This is an optimization exercise on Yosys and OpenROAD, whose aim is small area, not a production implementation.
The RTL was checked by simulation tests, not by an equivalence proof against the original design.
No activity file was given, so power comes from the tool's default toggle rates.

Design imu_tilt_and_gyro_rate_core, start of the top module:
module imu_tilt_and_gyro_rate_core (
    input  wire logic         clk,
    input  wire logic         rst_n,
    input  wire logic         s_tvalid,
    output logic              s_tready,
    input  wire logic [95:0]  s_tdata,
    input  wire logic [1:0]   s_tuser,
    output logic              m_tvalid,
    input  wire logic         m_tready,
    output logic [103:0]      m_tdata,
    output logic [2:0]        m_tuser,
    input  wire logic         cfg_valid,
    output logic              cfg_ready,
    input  wire logic [1:0]   cfg_index,
    input  wire logic [9:0]   cfg_data
);
Size in the first run: about 1900 cells after synthesis, about 17000 sq um of cells after synthesis.
Settings: LEC_CHECK=0, ABC_AREA=1, CAP_MARGIN=20, CORE_MARGIN=2, CORE_UTILIZATION=65, SLEW_MARGIN=20; clock period 11.0 ns.
standard.sh (not shown) runs the stock make flow with config.mk's settings and CLKGATE_MAP_FILE= SYNTH_SCRIPT=/design/flow/synth_recipe.tcl, a recipe that flattens the netlist after the stock synthesis.
==> flow/flow/run.sh <==
#!/bin/bash
# Own layout flow: the standard flow, with the port buffers made from the
# smallest buffer cell and a clock tree built from small clock buffers without
# dummy loads. Each tool's full output goes to a log file in this folder.
set -euo pipefail
export BUFFER_PORTS_ARGS="-buffer_cell sky130_fd_sc_hd__buf_1"
export CTS_ARGS="-sink_clustering_enable -repair_clock_nets -dont_use_dummy_load -buf_list {sky130_fd_sc_hd__clkbuf_2 sky130_fd_sc_hd__clkbuf_4 sky130_fd_sc_hd__clkbuf_8} -sink_clustering_size 12 -sink_clustering_max_diameter 40"
bash standard.sh > standard_flow.log 2>&1
cp -r orfs/logs ./orfs_logs 2>/dev/null || true
The starting point passed the timing, DRC and antenna checks.
Change:
--- a/flow/flow/run.sh
+++ b/flow/flow/run.sh
@@ -7 +7 @@
-export CTS_ARGS="-sink_clustering_enable -repair_clock_nets -dont_use_dummy_load -buf_list {sky130_fd_sc_hd__clkbuf_2 sky130_fd_sc_hd__clkbuf_4 sky130_fd_sc_hd__clkbuf_8} -sink_clustering_size 12 -sink_clustering_max_diameter 40"
+export CTS_ARGS="-sink_clustering_enable -repair_clock_nets -dont_use_dummy_load -buf_list {sky130_fd_sc_hd__clkbuf_2 sky130_fd_sc_hd__clkbuf_4 sky130_fd_sc_hd__clkbuf_8} -sink_clustering_size 18 -sink_clustering_max_diameter 50"
Cell area goes down by 0.83%.
First-iteration DRC count increases by 4.5%.
Count of clock-buffer cells in the layout came out lower by 11.
Combinational power is about the same.
Total power drops by 2.2%.
Routed wire length fell by 1.0%.
Synthesized area is unchanged.
Final cell count went down by 0.48%.
Critical path depth came out higher by 3.


imu_tilt_and_gyro_rate_core, a different RTL version from the one above (not shown whole).
Size in the first run: ~1300 cells after synthesis, about 340 flip-flops, ~230 I/O pins, about 14000 µm² of cells after synthesis.
export LEC_CHECK = 0
export ABC_AREA = 1
export CAP_MARGIN = 20
export CORE_MARGIN = 2
export CORE_UTILIZATION = 50
export SLEW_MARGIN = 20
create_clock -name core_clock -period 11.0 [get_ports {clk}]
==> flow/flow/run.sh <==
#!/bin/bash
# Own layout flow, built on the standard flow (standard.sh):
#  2. the synthesis runs again with own_synth.tcl: the same script, but ABC maps
#     the logic with abc_area_nf.script and no adder cells are placed;
#  4. the rest of the standard flow runs, with the port buffers made from the
#     smallest buffer cell and a clock tree of small clock buffers without
#     dummy loads.
# Each tool's full output goes to a log file in this folder.
set -euo pipefail
W=$(pwd)
RES=$W/orfs/results/$FLOW_PLATFORM/imu_tilt_and_gyro_rate_core/base
LOGS=$W/orfs/logs/$FLOW_PLATFORM/imu_tilt_and_gyro_rate_core/base

bash standard.sh synth > synth_standard.log 2>&1
mkdir -p ref_synth
cp $RES/1_2_yosys.v $RES/1_2_yosys.sdc $RES/1_synth.odb $RES/1_synth.sdc ref_synth/
cp $LOGS/1_2_yosys.log ref_synth/1_2_yosys.log

rm -f $RES/1_2_yosys.v $RES/1_2_yosys.sdc $RES/1_synth.odb $RES/1_synth.sdc
if ADDER_MAP_FILE= make -C "$FLOW_HOME" DESIGN_CONFIG=$W/config.mk WORK_HOME=$W/orfs \
      CLKGATE_MAP_FILE= SYNTH_SCRIPT=$W/flow/own_synth.tcl synth > synth_own.log 2>&1 \
   && python3 $W/flow/cmp_regs.py ref_synth/1_2_yosys.v $RES/1_2_yosys.v > regs_compare.log 2>&1; then
  echo "using the own synthesis" >> regs_compare.log
else
  echo "falling back to the standard synthesis" >> regs_compare.log
  cp ref_synth/1_2_yosys.v ref_synth/1_2_yosys.sdc ref_synth/1_synth.odb ref_synth/1_synth.sdc $RES/
fi
touch $RES/1_synth.odb $RES/1_synth.sdc

export BUFFER_PORTS_ARGS="-buffer_cell sky130_fd_sc_hd__buf_1"
export CTS_ARGS="-sink_clustering_enable -repair_clock_nets -dont_use_dummy_load -buf_list {sky130_fd_sc_hd__clkbuf_4} -sink_clustering_size 13 -sink_clustering_max_diameter 40"
bash standard.sh > standard_flow.log 2>&1
cp -r orfs/logs ./orfs_logs 2>/dev/null || true
==> flow/flow/abc_area_nf.script <==
strash
&get -n
&fraig -x
&put
dc2
strash
&get -n
&dch -f
&nf -R 1000
&put
Other scripts of this flow, unchanged in this note and not shown: flow/flow/cmp_regs.py, flow/flow/own_synth.tcl
Change:
--- a/flow/flow/run.sh
+++ b/flow/flow/run.sh
@@ -31 +31 @@
-export CTS_ARGS="-sink_clustering_enable -repair_clock_nets -dont_use_dummy_load -buf_list {sky130_fd_sc_hd__clkbuf_4} -sink_clustering_size 13 -sink_clustering_max_diameter 40"
+export CTS_ARGS="-sink_clustering_enable -repair_clock_nets -dont_use_dummy_load -buf_list {sky130_fd_sc_hd__clkbuf_2 sky130_fd_sc_hd__clkbuf_4 sky130_fd_sc_hd__clkbuf_8} -sink_clustering_size 12 -sink_clustering_max_diameter 40"
What happened:
- non-clock buffer count is unchanged
- via count is about the same
- wire length went up slightly
- synthesized area stays the same
- hold slack degrades by 21 ps
- die area is unchanged
- worst setup slack is worse by 70 ps
- first-iteration DRC count went down by a few percent
Change:
--- a/flow/flow/run.sh
+++ b/flow/flow/run.sh
@@ -31 +31 @@
-export CTS_ARGS="-sink_clustering_enable -repair_clock_nets -dont_use_dummy_load -buf_list {sky130_fd_sc_hd__clkbuf_2 sky130_fd_sc_hd__clkbuf_4 sky130_fd_sc_hd__clkbuf_8} -sink_clustering_size 12 -sink_clustering_max_diameter 40"
+export CTS_ARGS="-sink_clustering_enable -repair_clock_nets -dont_use_dummy_load -buf_list {sky130_fd_sc_hd__clkbuf_4} -sink_clustering_size 10 -sink_clustering_max_diameter 35"
==> flow/flow/abc_area_nf.script (replaced) <==
strash
&get -n
&fraig -x
&put
dc2
strash
&get -n
&dch -f
&nf -R 1000
&put
strash
&get -n
&dch -f
&nf -R 1000
&put
strash
&get -n
&dch -f
&nf -R 1000
&put
After rerunning:
- fmax came out lower by about 4%
- via count is about the same
- routed wire length came out lower by about 0.7%
- total power came out lower by about 12%
- non-clock buffer count is unchanged
- hold slack is about the same
- worst setup slack loses 340 ps
Change:
--- a/flow/flow/run.sh
+++ b/flow/flow/run.sh
@@ -31 +31 @@
-export CTS_ARGS="-sink_clustering_enable -repair_clock_nets -dont_use_dummy_load -buf_list {sky130_fd_sc_hd__clkbuf_4} -sink_clustering_size 10 -sink_clustering_max_diameter 35"
+export CTS_ARGS="-sink_clustering_enable -repair_clock_nets -dont_use_dummy_load -buf_list {sky130_fd_sc_hd__clkbuf_2} -sink_clustering_size 6 -sink_clustering_max_diameter 30"
==> flow/flow/abc_area_nf.script (replaced) <==
strash
&get -n
&fraig -x
&put
dc2
strash
&get -n
&dch -f
&nf -R 1000
&put
Die area came out higher by 0.85%.
Worst setup slack improved by 270 ps.
Final cell count rises by 2.1%.
Maximum frequency increases by 3.1%.

-- port drivers added, routing unchanged --
The results above use ideal ports. As a check the final layouts listed here were re-extracted and re-timed, cells and wires unchanged.
Step 1, drivers: a clkbuf_16 drives clk and a buf_2 each remaining input, both assumed.
Step 2 adds t to the input delays and takes it off the output delays; t is the mean of the earliest and latest rising clock arrival at the registers after step 1. Input paths then give back, and output paths get back, about the clock's delay inside the block.
Three values: ideal, step 1, step 2; two values: the first two.
run	t (ns)	setup WS [ns]	hold WS [ns]	latest minus earliest clock arrival (ns)	cell pins on the clock port's net
the first run of note 1	0.606	4.956 / 4.956 / 4.956	0.303 / 0.303 / 0.303	0.091 / 0.092	1
the second run of note 1	0.584	4.967 / 4.967 / 4.967	0.323 / 0.323 / 0.323	0.101 / 0.101	1
the first run of note 2	0.701	2.427 / 2.427 / 2.427	0.323 / 0.323 / 0.323	0.146 / 0.146	1
the second run of note 2	0.595	2.357 / 2.357 / 2.357	0.302 / 0.302 / 0.302	0.098 / 0.098	1
the third run of note 2	0.714	2.014 / 2.014 / 2.014	0.301 / 0.301 / 0.301	0.100 / 0.101	1
the fourth run of note 2	0.851	2.286 / 2.286 / 2.286	0.254 / 0.254 / 0.254	0.128 / 0.128	1
After both steps setup and hold are still met in every run listed.
